What follows belongs to an exercise in optimizing a design on an open flow for a short achievable clock period and few clock cycles; a production flow would make more cautious choices.
Function was checked by simulation only, so behaviour that the tests miss may differ from the original.

`flow/run.sh`:
```
#!/bin/bash
# synth_recipe.tcl (not shown) runs the flow's synth.tcl, then flattens the netlist and writes it again
# the make line also repeats each setting of config.mk as NAME=value (left out here)
make -C /OpenROAD-flow-scripts/flow DESIGN_CONFIG=/design/flow/config.mk WORK_HOME=/design/flow/orfs CLKGATE_MAP_FILE= SYNTH_SCRIPT=/design/flow/synth_recipe.tcl finish
```
`flow/config.mk`:
```
export PLATFORM = sky130hd
export DESIGN_NAME = core_top
export DESIGN_NICKNAME = core_top
export VERILOG_FILES = /design/flow/design.v
export SDC_FILE = /design/flow/constraint.sdc
export NUM_CORES = 4
export LEC_CHECK = 0
export CAP_MARGIN = 20
export CORE_MARGIN = 2
export CORE_UTILIZATION = 30
export PLACE_DENSITY = 0.45
export SLEW_MARGIN = 20
```
`flow/constraint.sdc`:
```
create_clock -name core_clock -period 8.5 [get_ports {clk}]
set_input_delay 1.7000 -clock core_clock [delete_from_list [all_inputs] [get_ports {clk}]]
set_output_delay 1.7000 -clock core_clock [all_outputs]
set_load 0.01 [all_outputs]
```
`flow/design.v`:
```
`timescale 1ns/100ps
package core_pkg;
	localparam int XLEN    = 32;
	localparam int REG_NUM = 32;
	typedef logic [XLEN-1:0]            word_t;
	typedef logic [$clog2(REG_NUM)-1:0] reg_idx_t;
	typedef logic [6:0]                 opcode_t;
	localparam word_t RESET_PC = '0;
	localparam opcode_t OPC_LUI    = 7'b0110111;
	localparam opcode_t OPC_OP_IMM = 7'b0010011;
	localparam opcode_t OPC_OP     = 7'b0110011;
	localparam opcode_t OPC_LOAD   = 7'b0000011;
	localparam opcode_t OPC_STORE  = 7'b0100011;
	localparam logic [2:0] F3_ADD  = 3'b000;
	localparam logic [2:0] F3_SLL  = 3'b001;
	localparam logic [2:0] F3_SLT  = 3'b010;
	localparam logic [2:0] F3_SLTU = 3'b011;
	localparam logic [2:0] F3_XOR  = 3'b100;
	localparam logic [2:0] F3_SR   = 3'b101;	 
	localparam logic [2:0] F3_OR   = 3'b110;
	localparam logic [2:0] F3_AND  = 3'b111;
	localparam logic [2:0] F3_WORD = 3'b010;
	typedef enum logic [3:0] {
		ALU_ADD,
		ALU_SUB,
		ALU_SLL,
		ALU_SLT,
		ALU_SLTU,
		ALU_XOR,
		ALU_SRL,
		ALU_SRA,
		ALU_OR,
		ALU_AND,
		ALU_PASS	 
	} alu_op_e;
endpackage
`timescale 1ns/100ps
module core_ifu (
	input  logic  clk,
	input  logic  rst_n,
	output logic  imem_req_valid,
	output core_pkg::word_t imem_addr,
	input  logic  imem_rsp_valid,
	input  core_pkg::word_t imem_rsp_inst,
	output logic  id_valid,
	input  logic  id_ready,
	output core_pkg::word_t id_inst,
	output core_pkg::word_t id_pc
);
	typedef enum logic [1:0] {
		S_REQ,	 
		S_WAIT,	 
		S_HOLD	 
	} state_e;
	state_e state;
	core_pkg::word_t  pc;
	core_pkg::word_t  inst_buf;
	always_ff @(posedge clk or negedge rst_n) begin
		if (!rst_n) begin
			state <= S_REQ;
			pc    <= core_pkg::RESET_PC;
		end else begin
			case (state)
				S_REQ:  state <= S_WAIT;
				S_WAIT: if (imem_rsp_valid) state <= S_HOLD;
				S_HOLD: begin
					if (id_ready) begin
						state <= S_WAIT;	 
						pc    <= pc + core_pkg::word_t'(4);
					end
				end
				default: state <= S_REQ;
			endcase
		end
	end
	always_ff @(posedge clk) begin
		if (state == S_WAIT && imem_rsp_valid)
			inst_buf <= imem_rsp_inst;
	end
	assign imem_req_valid = (state == S_WAIT);
	assign imem_addr      = pc;	 
	assign id_valid = (state == S_HOLD);
	assign id_inst  = inst_buf;
	assign id_pc    = pc;
endmodule
`timescale 1ns/100ps
module core_idu (
	input  logic     clk,
	input  logic     rst_n,
	input  logic     id_valid,
	output logic     id_ready,
	input  core_pkg::word_t    id_inst,
	input  core_pkg::word_t    id_pc,
	output core_pkg::reg_idx_t rs1_idx,
	output core_pkg::reg_idx_t rs2_idx,
	input  core_pkg::word_t    rs1_data,
	input  core_pkg::word_t    rs2_data,
	input  logic     ops_ready,
	output logic     issue_set,
	output core_pkg::reg_idx_t issue_rd,
	output logic     ex_valid,
	input  logic     ex_ready,
	output core_pkg::alu_op_e  ex_op,
	output core_pkg::word_t    ex_a,
	output core_pkg::word_t    ex_b,
	output core_pkg::reg_idx_t ex_rd,
	output logic     ls_valid,
	input  logic     ls_ready,
	output logic     ls_wen,
	output core_pkg::word_t    ls_base,
	output core_pkg::word_t    ls_offset,
	output core_pkg::word_t    ls_wdata,
	output core_pkg::reg_idx_t ls_rd
);
	logic       inst_vld;
	core_pkg::word_t      inst_q;
	core_pkg::opcode_t    opcode;
	logic [2:0] f3;
	logic       f7_alt;
	core_pkg::word_t      imm_i;
	core_pkg::word_t      imm_s;
	core_pkg::word_t      imm_u;
	core_pkg::word_t      imm;
	logic       is_alu;
	logic       is_mem;
	logic       use_rs1;
	logic       use_rs2;
	core_pkg::alu_op_e    op;
	logic       ld_last;
	logic       ld_busy;
	logic       ex_fire;
	logic       ls_fire;
	logic       done;
	function automatic core_pkg::alu_op_e alu_from_f3(input logic [2:0] fn, input logic alt,
		input logic reg_form);
		case (fn)
			core_pkg::F3_ADD:  alu_from_f3 = (alt && reg_form) ? core_pkg::ALU_SUB : core_pkg::ALU_ADD;
			core_pkg::F3_SLL:  alu_from_f3 = core_pkg::ALU_SLL;
			core_pkg::F3_SLT:  alu_from_f3 = core_pkg::ALU_SLT;
			core_pkg::F3_SLTU: alu_from_f3 = core_pkg::ALU_SLTU;
			core_pkg::F3_XOR:  alu_from_f3 = core_pkg::ALU_XOR;
			core_pkg::F3_SR:   alu_from_f3 = alt ? core_pkg::ALU_SRA : core_pkg::ALU_SRL;
			core_pkg::F3_OR:   alu_from_f3 = core_pkg::ALU_OR;
			default: alu_from_f3 = core_pkg::ALU_AND;
		endcase
	endfunction
	always_ff @(posedge clk or negedge rst_n) begin
		if (!rst_n) begin
			inst_vld <= 1'b0;
			ld_last  <= 1'b0;
		end else begin
			if (id_valid && id_ready)
				inst_vld <= 1'b1;
			else if (done)
				inst_vld <= 1'b0;
			if (ls_fire)
				ld_last <= ~ls_wen;
		end
	end
	always_ff @(posedge clk) begin
		if (id_valid && id_ready)
			inst_q <= id_inst;
	end
	assign opcode = inst_q[6:0];
	assign f3     = inst_q[14:12];
	assign f7_alt = inst_q[30];
	assign imm_i  = {{20{inst_q[31]}}, inst_q[31:20]};
	assign imm_s  = {{20{inst_q[31]}}, inst_q[31:25], inst_q[11:7]};
	assign imm_u  = {inst_q[31:12], 12'b0};
	always_comb begin
		is_alu  = 1'b0;
		is_mem  = 1'b0;
		use_rs1 = 1'b1;
		use_rs2 = 1'b0;
		op      = core_pkg::ALU_ADD;
		imm     = imm_i;
		case (opcode)
			core_pkg::OPC_LUI: begin
				is_alu  = 1'b1;
				use_rs1 = 1'b0;
				op      = core_pkg::ALU_PASS;
				imm     = imm_u;
			end
			core_pkg::OPC_OP_IMM: begin
				is_alu = 1'b1;
				op     = alu_from_f3(f3, f7_alt, 1'b0);
			end
			core_pkg::OPC_OP: begin
				is_alu  = 1'b1;
				use_rs2 = 1'b1;
				op      = alu_from_f3(f3, f7_alt, 1'b1);
			end
			core_pkg::OPC_LOAD: is_mem = (f3 == core_pkg::F3_WORD);
			core_pkg::OPC_STORE: begin
				is_mem  = (f3 == core_pkg::F3_WORD);
				use_rs2 = 1'b1;
				imm     = imm_s;
			end
			default: use_rs1 = 1'b0;	 
		endcase
	end
	assign rs1_idx = use_rs1 ? inst_q[19:15] : '0;
	assign rs2_idx = use_rs2 ? inst_q[24:20] : '0;
	assign ld_busy = ld_last & ~ls_ready;
	assign ex_valid = inst_vld & is_alu & ops_ready & ~ld_busy;
	assign ls_valid = inst_vld & is_mem & ops_ready;
	assign ex_fire  = ex_valid & ex_ready;
	assign ls_fire  = ls_valid & ls_ready;
	assign done     = ex_fire | ls_fire | (inst_vld & ~is_alu & ~is_mem);
	assign id_ready = ~inst_vld | done;
	assign issue_set = ex_fire | (ls_fire & (opcode == core_pkg::OPC_LOAD));
	assign issue_rd  = inst_q[11:7];
	assign ex_op = op;
	assign ex_a  = rs1_data;
	assign ex_b  = use_rs2 ? rs2_data : imm;
	assign ex_rd = inst_q[11:7];
	assign ls_wen    = (opcode == core_pkg::OPC_STORE);
	assign ls_base   = rs1_data;
	assign ls_offset = imm;
	assign ls_wdata  = rs2_data;
	assign ls_rd     = inst_q[11:7];
endmodule
`timescale 1ns/100ps
module core_exu (
	input  logic     clk,
	input  logic     rst_n,
	input  logic     ex_valid,
	output logic     ex_ready,
	input  core_pkg::alu_op_e  ex_op,
	input  core_pkg::word_t    ex_a,
	input  core_pkg::word_t    ex_b,
	input  core_pkg::reg_idx_t ex_rd,
	output logic     wb_valid,
	input  logic     wb_ready,
	output core_pkg::reg_idx_t wb_rd,
	output core_pkg::word_t    wb_data
);
	core_pkg::word_t      res;
	logic [4:0] shamt;
	assign shamt = ex_b[4:0];
	always_comb begin
		case (ex_op)
			core_pkg::ALU_ADD:  res = ex_a + ex_b;
			core_pkg::ALU_SUB:  res = ex_a - ex_b;
			core_pkg::ALU_SLL:  res = ex_a << shamt;
			core_pkg::ALU_SLT:  res = core_pkg::word_t'($signed(ex_a) < $signed(ex_b));
			core_pkg::ALU_SLTU: res = core_pkg::word_t'(ex_a < ex_b);
			core_pkg::ALU_XOR:  res = ex_a ^ ex_b;
			core_pkg::ALU_SRL:  res = ex_a >> shamt;
			core_pkg::ALU_SRA:  res = core_pkg::word_t'($signed(ex_a) >>> shamt);
			core_pkg::ALU_OR:   res = ex_a | ex_b;
			core_pkg::ALU_AND:  res = ex_a & ex_b;
			default:  res = ex_b;	 
		endcase
	end
	assign ex_ready = ~wb_valid | wb_ready;
	always_ff @(posedge clk or negedge rst_n) begin
		if (!rst_n)
			wb_valid <= 1'b0;
		else if (ex_valid && ex_ready)
			wb_valid <= 1'b1;
		else if (wb_ready)
			wb_valid <= 1'b0;
	end
	always_ff @(posedge clk) begin
		if (ex_valid && ex_ready) begin
			wb_rd   <= ex_rd;
			wb_data <= res;
		end
	end
endmodule
`timescale 1ns/100ps
module core_lsu (
	input  logic     clk,
	input  logic     rst_n,
	input  logic     ls_valid,
	output logic     ls_ready,
	input  logic     ls_wen,
	input  core_pkg::word_t    ls_base,
	input  core_pkg::word_t    ls_offset,
	input  core_pkg::word_t    ls_wdata,
	input  core_pkg::reg_idx_t ls_rd,
	output logic     dmem_req_valid,
	output logic     dmem_wen,
	output core_pkg::word_t    dmem_addr,
	output core_pkg::word_t    dmem_wdata,
	input  logic     dmem_req_ready,
	input  logic     dmem_rsp_valid,
	input  core_pkg::word_t    dmem_rsp_rdata,
	output logic     dmem_rsp_ready,
	output logic     wb_valid,
	input  logic     wb_ready,
	output core_pkg::reg_idx_t wb_rd,
	output core_pkg::word_t    wb_data
);
	typedef enum logic [1:0] {
		S_IDLE,
		S_REQ,
		S_RSP,
		S_WB
	} state_e;
	state_e   state;
	logic     wen_q;
	core_pkg::word_t    addr_q;
	core_pkg::word_t    wdata_q;
	core_pkg::reg_idx_t rd_q;
	core_pkg::word_t    rdata_q;
	always_ff @(posedge clk or negedge rst_n) begin
		if (!rst_n) begin
			state <= S_IDLE;
		end else begin
			case (state)
				S_IDLE: if (ls_valid) state <= S_REQ;
				S_REQ:  if (dmem_req_ready) state <= wen_q ? S_IDLE : S_RSP;	 
				S_RSP:  if (dmem_rsp_valid) state <= S_WB;
				S_WB:   if (wb_ready) state <= S_IDLE;
				default: state <= S_IDLE;
			endcase
		end
	end
	always_ff @(posedge clk) begin
		if (ls_valid && ls_ready) begin
			wen_q   <= ls_wen;
			addr_q  <= ls_base + ls_offset;
			wdata_q <= ls_wdata;
			rd_q    <= ls_rd;
		end
		if (state == S_RSP && dmem_rsp_valid)
			rdata_q <= dmem_rsp_rdata;
	end
	assign ls_ready = (state == S_IDLE);
	assign dmem_req_valid = (state == S_REQ);
	assign dmem_wen       = wen_q;
	assign dmem_addr      = addr_q;
	assign dmem_wdata     = wdata_q;
	assign dmem_rsp_ready = (state == S_RSP);
	assign wb_valid = (state == S_WB);
	assign wb_rd    = rd_q;
	assign wb_data  = rdata_q;
endmodule
`timescale 1ns/100ps
module core_gpr (
	input  logic     clk,
	input  logic     rst_n,
	input  core_pkg::reg_idx_t rs1_idx,
	input  core_pkg::reg_idx_t rs2_idx,
	output core_pkg::word_t    rs1_data,
	output core_pkg::word_t    rs2_data,
	input  logic     ex_wb_valid,
	output logic     ex_wb_ready,
	input  core_pkg::reg_idx_t ex_wb_rd,
	input  core_pkg::word_t    ex_wb_data,
	input  logic     ls_wb_valid,
	output logic     ls_wb_ready,
	input  core_pkg::reg_idx_t ls_wb_rd,
	input  core_pkg::word_t    ls_wb_data,
	output logic     clr_valid,
	output core_pkg::reg_idx_t clr_idx
);
	core_pkg::word_t regs [1:31];
	core_pkg::word_t wr_data;
	assign ls_wb_ready = 1'b1;
	assign ex_wb_ready = ~ls_wb_valid;
	assign clr_valid = ls_wb_valid | ex_wb_valid;
	assign clr_idx   = ls_wb_valid ? ls_wb_rd : ex_wb_rd;
	assign wr_data   = ls_wb_valid ? ls_wb_data : ex_wb_data;
	always_ff @(posedge clk or negedge rst_n) begin
		if (!rst_n) begin
			for (int i = 1; i < 32; i++)
				regs[i] <= '0;
		end else if (clr_valid && clr_idx != '0) begin
			regs[clr_idx] <= wr_data;
		end
	end
	assign rs1_data = (rs1_idx == '0) ? '0 : regs[rs1_idx];
	assign rs2_data = (rs2_idx == '0) ? '0 : regs[rs2_idx];
endmodule
`timescale 1ns/100ps
module core_scb (
	input  logic     clk,
	input  logic     rst_n,
	input  core_pkg::reg_idx_t rs1_idx,
	input  core_pkg::reg_idx_t rs2_idx,
	output logic     ops_ready,
	input  logic     issue_set,
	input  core_pkg::reg_idx_t issue_rd,
	input  logic     clr_valid,
	input  core_pkg::reg_idx_t clr_idx
);
	logic [31:0] busy;
	always_ff @(posedge clk or negedge rst_n) begin
		if (!rst_n) begin
			busy <= '0;
		end else begin
			if (clr_valid)
				busy[clr_idx] <= 1'b0;
			if (issue_set && issue_rd != '0)
				busy[issue_rd] <= 1'b1;
		end
	end
	assign ops_ready = ~busy[rs1_idx] & ~busy[rs2_idx];
endmodule
`timescale 1ns/100ps
module core_top (
	input  logic  clk,
	input  logic  rst_n,
	output logic  imem_req_valid,
	output core_pkg::word_t imem_addr,
	input  logic  imem_rsp_valid,
	input  core_pkg::word_t imem_rsp_inst,
	output logic  dmem_req_valid,
	output logic  dmem_wen,
	output core_pkg::word_t dmem_addr,
	output core_pkg::word_t dmem_wdata,
	input  logic  dmem_req_ready,
	input  logic  dmem_rsp_valid,
	input  core_pkg::word_t dmem_rsp_rdata,
	output logic  dmem_rsp_ready
);
	logic     id_valid;
	logic     id_ready;
	core_pkg::word_t    id_inst;
	core_pkg::word_t    id_pc;
	core_pkg::reg_idx_t rs1_idx;
	core_pkg::reg_idx_t rs2_idx;
	core_pkg::word_t    rs1_data;
	core_pkg::word_t    rs2_data;
	logic     ops_ready;
	logic     issue_set;
	core_pkg::reg_idx_t issue_rd;
	logic     clr_valid;
	core_pkg::reg_idx_t clr_idx;
	logic     ex_valid;
	logic     ex_ready;
	core_pkg::alu_op_e  ex_op;
	core_pkg::word_t    ex_a;
	core_pkg::word_t    ex_b;
	core_pkg::reg_idx_t ex_rd;
	logic     ls_valid;
	logic     ls_ready;
	logic     ls_wen;
	core_pkg::word_t    ls_base;
	core_pkg::word_t    ls_offset;
	core_pkg::word_t    ls_wdata;
	core_pkg::reg_idx_t ls_rd;
	logic     ex_wb_valid;
	logic     ex_wb_ready;
	core_pkg::reg_idx_t ex_wb_rd;
	core_pkg::word_t    ex_wb_data;
	logic     ls_wb_valid;
	logic     ls_wb_ready;
	core_pkg::reg_idx_t ls_wb_rd;
	core_pkg::word_t    ls_wb_data;
	core_ifu u_core_ifu (
		.clk, .rst_n,
		.imem_req_valid, .imem_addr, .imem_rsp_valid, .imem_rsp_inst,
		.id_valid, .id_ready, .id_inst, .id_pc
	);
	core_idu u_core_idu (
		.clk, .rst_n,
		.id_valid, .id_ready, .id_inst, .id_pc,
		.rs1_idx, .rs2_idx, .rs1_data, .rs2_data,
		.ops_ready, .issue_set, .issue_rd,
		.ex_valid, .ex_ready, .ex_op, .ex_a, .ex_b, .ex_rd,
		.ls_valid, .ls_ready, .ls_wen, .ls_base, .ls_offset, .ls_wdata, .ls_rd
	);
	core_exu u_core_exu (
		.clk, .rst_n,
		.ex_valid, .ex_ready, .ex_op, .ex_a, .ex_b, .ex_rd,
		.wb_valid (ex_wb_valid),
		.wb_ready (ex_wb_ready),
		.wb_rd    (ex_wb_rd),
		.wb_data  (ex_wb_data)
	);
	core_lsu u_core_lsu (
		.clk, .rst_n,
		.ls_valid, .ls_ready, .ls_wen, .ls_base, .ls_offset, .ls_wdata, .ls_rd,
		.dmem_req_valid, .dmem_wen, .dmem_addr, .dmem_wdata, .dmem_req_ready,
		.dmem_rsp_valid, .dmem_rsp_rdata, .dmem_rsp_ready,
		.wb_valid (ls_wb_valid),
		.wb_ready (ls_wb_ready),
		.wb_rd    (ls_wb_rd),
		.wb_data  (ls_wb_data)
	);
	core_gpr u_core_gpr (
		.clk, .rst_n,
		.rs1_idx, .rs2_idx, .rs1_data, .rs2_data,
		.ex_wb_valid, .ex_wb_ready, .ex_wb_rd, .ex_wb_data,
		.ls_wb_valid, .ls_wb_ready, .ls_wb_rd, .ls_wb_data,
		.clr_valid, .clr_idx
	);
	core_scb u_core_scb (
		.clk, .rst_n,
		.rs1_idx, .rs2_idx, .ops_ready,
		.issue_set, .issue_rd,
		.clr_valid, .clr_idx
	);
endmodule
```
==> flow_metrics.env <==
export IMPL_status="finished clean"
export IMPL_ir_drop_mv=0.173
export IMPL_required_ns=9.02
export IMPL_pwr_share_clk_pct=32.2
export IMPL_grt_setup_unrepaired="no"
export IMPL_ctsResizeCount=0
export IMPL_p_per_area_nw_per_um2=251
export IMPL_num_vias=75800
export IMPL_yosys_most_used_dff="dfrtp_1"
export IMPL_die_x_um=494
export IMPL_grt_usage_pct=40.0
export IMPL_syn_area_um2=72100
export IMPL_maxCapViolCount=0
export IMPL_dp_cells=11100
export IMPL_cp_cell_sequence="nor4bb_4 -> nand2_1 -> buf_4 -> nor3_1 -> buf_4 -> a222oi_1 -> buf_4 -> a21oi_1 -> buf_4 -> ha_1 -> or3_1 -> a31oi_1 -> o31ai_1 -> or3_1 -> o21ba_2 -> xnor2_1 -> o22ai_1 -> or3_1 -> a211oi_1 -> a22oi_1"
export IMPL_routedWlPerCell_um=43.9
export IMPL_reg2reg_depth=20
export IMPL_cts_root_buf="clkbuf_16"
export IMPL_cts_tree="done"
export IMPL_dpl_instance_area_um2=80600
export IMPL_hold_violations=0
export IMPL_yosys_warnings=7
export IMPL_yosysSeqAreaShare_pct=45.3
export IMPL_grt_start_max_net_pins=156
export IMPL_p_comb_share_pct=18.0
export IMPL_grt_pass1_wl_mm=664
export IMPL_cpMostUsedCell="buf_4"
export IMPL_totalWireLength_mm=502
export IMPL_path_clk_slew_ns=0.06
export IMPL_synthToLayoutAreaGrowth_pct=19.2
export IMPL_p_sw_w=0.00808
export IMPL_grt_overflow_total=0
export IMPL_antenna_found_initial=60
export IMPL_worstSetupPathType="reg -> reg"
export IMPL_period_needed_ns=8.10
export IMPL_p_leak_nw=35.5
export IMPL_drive_above_1_share_pct=13.8
export IMPL_slowest_delay_ns=1.08
export IMPL_path_max_fanout=9
export IMPL_synthCells=7921
export IMPL_die_area_um2=244000
export IMPL_num_rows=179
export IMPL_p_sw_share_pct=37.5
export IMPL_post_cts_buffers=0
export IMPL_fmax_ghz=0.123
export IMPL_grt_pass1_vias=70300
export IMPL_final_cells=11400
export IMPL_critPathLaunchType="flip-flop"
export IMPL_crit_slowest_cell="nor3_1"
export IMPL_power_internal_w=0.0135
export IMPL_avgSynthCellArea_um2=9.10
export IMPL_ios=169
export IMPL_cp_end_kind="flip-flop"
export IMPL_clockBufferDepth=3
export IMPL_pwr_share_seq_pct=49.8
export IMPL_slew_violations=0
export IMPL_fin_skew_ns=0.0620
export IMPL_port_buffers=166
export IMPL_postSynth_asyncResetShare_pct=83.9
export IMPL_cts_buffers=157
export IMPL_design_area_um2=86000
export IMPL_cts_sinks=1264
export IMPL_die_h_um=494
export IMPL_dp_hpwl_mm=358
export IMPL_antenna_left=0
export IMPL_hold_depth=0
export IMPL_nets=8331
export IMPL_cts_hold_buf=0
export IMPL_tns_ns=0
export IMPL_setup_violations_final=0
export IMPL_total_power_w=0.0216
export IMPL_synth_top_cell_by_area="dfrtp_1"
export IMPL_gp_congestion=1.09
export IMPL_core_area_um2=239000
export IMPL_drc=0
export IMPL_synth_edf_count=203
export IMPL_period_share_pct=95.3
export IMPL_synth_seq_cells=1264
export IMPL_initial_core_util_pct=30.2
export IMPL_hp_class="reg -> reg"
export IMPL_viasPerCell=6.62
export IMPL_drt_iter0_drc=12300
export IMPL_worst_slew_pin_slew_ns=1.38
export IMPL_synth_area_leaders="dfrtp_1, edfxtp_1, a21oi_1, nor2_1, mux2i_1"
export IMPL_htree_num_levels=4
export IMPL_drt_pass1_iter_count=9
export IMPL_clock_latency_ns=0.87
export IMPL_synth_top_area_share_pct=36.8
export IMPL_cp_data_arrival_time_ns=8.63
export IMPL_slew_headroom_pct=7.00
export IMPL_synth_distinct_cells=113
[through the flow]
stage	worst slack [ns]	hold slack [ns]	util, %
after floorplan	2.35	0.400	-
after global routing	0.476	0.419	36.0
final	0.397	0.414	36.0
after detailed placement	0.949	0.405	33.8
after global placement	0.952	0.401	33.7
after CTS	0.879	0.415	36.0
[state kept, by name, indices dropped and copies added, names as in the netlist, named ones only]
name,count
u_core_exu.wb_data,32
u_core_exu.wb_rd,5
u_core_exu.wb_valid,1
u_core_gpr.regs,992
u_core_idu.inst_q,32
u_core_idu.inst_vld,1
u_core_idu.ld_last,1
u_core_ifu.inst_buf,32
u_core_ifu.pc,30
u_core_ifu.state,2
u_core_lsu.addr_q,32
u_core_lsu.rd_q,5
u_core_lsu.rdata_q,32
u_core_lsu.state,1
u_core_lsu.wdata_q,32
u_core_lsu.wen_q,1
u_core_scb.busy,32
[cell usage after synthesis (62+ instances only)]
cell type and instances:
nor2_1 1257, a21oi_1 1199, dfrtp_1 1061, clkbuf_1 490, nand2_1 378, o21ai_0 269
a22oi_1 256, mux2i_1 242, edfxtp_1 203, a22o_1 184, buf_2 146, ha_1 145
nand4_1 136, inv_1 132, nand3_1 132, nor3_1 121, a221oi_1 119, mux2_2 91
o211ai_1 62
[area by class of cell]
cell class	instances	area, um2
clock inverter	62	721
multi-input combinational	5833	37400
fill	24200	153000
clock buffer	222	4460
timing repair buffer	717	6140
inverter	141	529
antenna	41	103
sequential	1264	32600
tap	3167	3960
[path summary, 6_finish.rpt]
path | from | slack, ns | to
max in group asynchronous | rst_n | 5.83 | u_core_ifu.pc[5]$_DFFE_PN0P_
worst min-delay path | u_core_ifu.inst_buf[13]$_DFFE_PP_ | 0.41 | u_core_idu.inst_q[13]$_DFFE_PP_
min in group asynchronous | rst_n | 0.86 | u_core_gpr.regs[19][7]$_DFFE_PN0P_
worst max register to register | u_core_idu.inst_q[2]$_DFFE_PP_ | 0.40 | u_core_exu.wb_data[21]$_DFFE_PP_
worst max-delay path | u_core_idu.inst_q[2]$_DFFE_PP_ | 0.40 | u_core_exu.wb_data[21]$_DFFE_PP_
worst min register to register | u_core_ifu.inst_buf[13]$_DFFE_PP_ | 0.41 | u_core_idu.inst_q[13]$_DFFE_PP_
[cell families after synthesis]
logic type | count (synthesis) | synth area share, %
AOI/OAI and AO/OA | 2759 | 25.1
xor gates and xnor gates | 78 | 0.948
adders and majority gates | 148 | 2.60
buffers and inverters | 825 | 4.68
DFF | 1264 | 45.3
muxes | 347 | 5.14
other | 1 | 0.00520
and+or+nand+nor | 2499 | 16.3
[placed cells by master (no fill, tap or decap), types with 37 or more instances in the layout]
| cell type | synthesis | routed |
|---|---|---|
| nor2_1 | 1257 | 1198 |
| a21oi_1 | 1199 | 1196 |
| dfrtp_1 | 1061 | 1061 |
| buf_4 | 18 | 524 |
| nand2_1 | 378 | 376 |
| o21ai_0 | 269 | 269 |
| a22oi_1 | 256 | 256 |
| mux2i_1 | 242 | 210 |
| edfxtp_1 | 203 | 203 |
| a22o_1 | 184 | 184 |
| clkdlybuf4s50_1 | 0 | 165 |
| clkbuf_16 | 0 | 161 |
| ha_1 | 145 | 144 |
| nand4_1 | 136 | 136 |
| nand3_1 | 132 | 132 |
| inv_1 | 132 | 131 |
| a221oi_1 | 119 | 119 |
| nor3_1 | 121 | 103 |
| mux2_2 | 91 | 91 |
| o211ai_1 | 62 | 62 |
| xnor2_1 | 61 | 61 |
| a211oi_1 | 57 | 56 |
| a21o_1 | 55 | 55 |
| nor4_1 | 59 | 53 |
| nor2_4 | 2 | 52 |
| and3_1 | 54 | 51 |
| o22ai_1 | 45 | 45 |
| nand3b_1 | 45 | 45 |
| diode_2 | 0 | 41 |
| clkbuf_1 | 490 | 41 |
| a222oi_1 | 39 | 39 |
| a32oi_1 | 38 | 38 |
| and2_1 | 40 | 37 |
[per-layer routing]
layer | global-route usage (%) | up-vias | wire length [um]
met4 | 26.9 | 36 | 41200
met1 | 50.3 | 38000 | 193000
met5 | 0 | - | 262
met3 | 12.7 | 1783 | 56800
li1 | - | 29900 | -
met2 | 58.4 | 6075 | 210000
[power by group through the flow]
stage / Sequential, W / Clock [W] / Combinational (W)
finish: 0.0107 / 0.00693 / 0.00388
global route: 0.0107 / 0.00724 / 0.00425
CTS: 0.0105 / 0.00702 / 0.00379
detailed placement: 0.0106 / 0 / 0.00378
global placement: 0.0106 / 0 / 0.00368
floorplan: 0.00915 / 0 / 0.00259
[critical path, delay by kind of cell (launching register included)]
family / cells / cell delay [ns]
AOI/OAI and AO/OA: 8 / 1.75
xor gates and xnor gates: 1 / 0.15
adders and majority gates: 1 / 0.29
buffers and inverters: 4 / 1.21
DFF: 1 / 0.47
and+or+nand+nor: 6 / 3.89
Testbench counts, summed over its fixed seeds: cycles 62,299.

[separate check: timing with driven ports]
In the flow no input, the clock included, has a driving cell. The finished layout below was timed again as built, in two steps.
Step 1: set_driving_cell puts a clkbuf_16 on clk and a buf_2 on each other input, an assumption about the parent block.
Step 2 also shifts input and output timing later by t, the mid clock arrival at the registers, as if the neighbouring blocks saw the same clock.
a / b / c = ideal / step 1 / step 2; a / b = the first two.
shift t [ns]: 0.932
setup slack, ns: 0.397 / 0.397 / 0.397
worst data-port slew with drivers (ns): 0.10
pins driven straight from the clock port: 1
After both steps this run still meets setup and hold. The setup slack of this run moves by 0.000 ns with the drivers and by 0.000 ns with both steps.
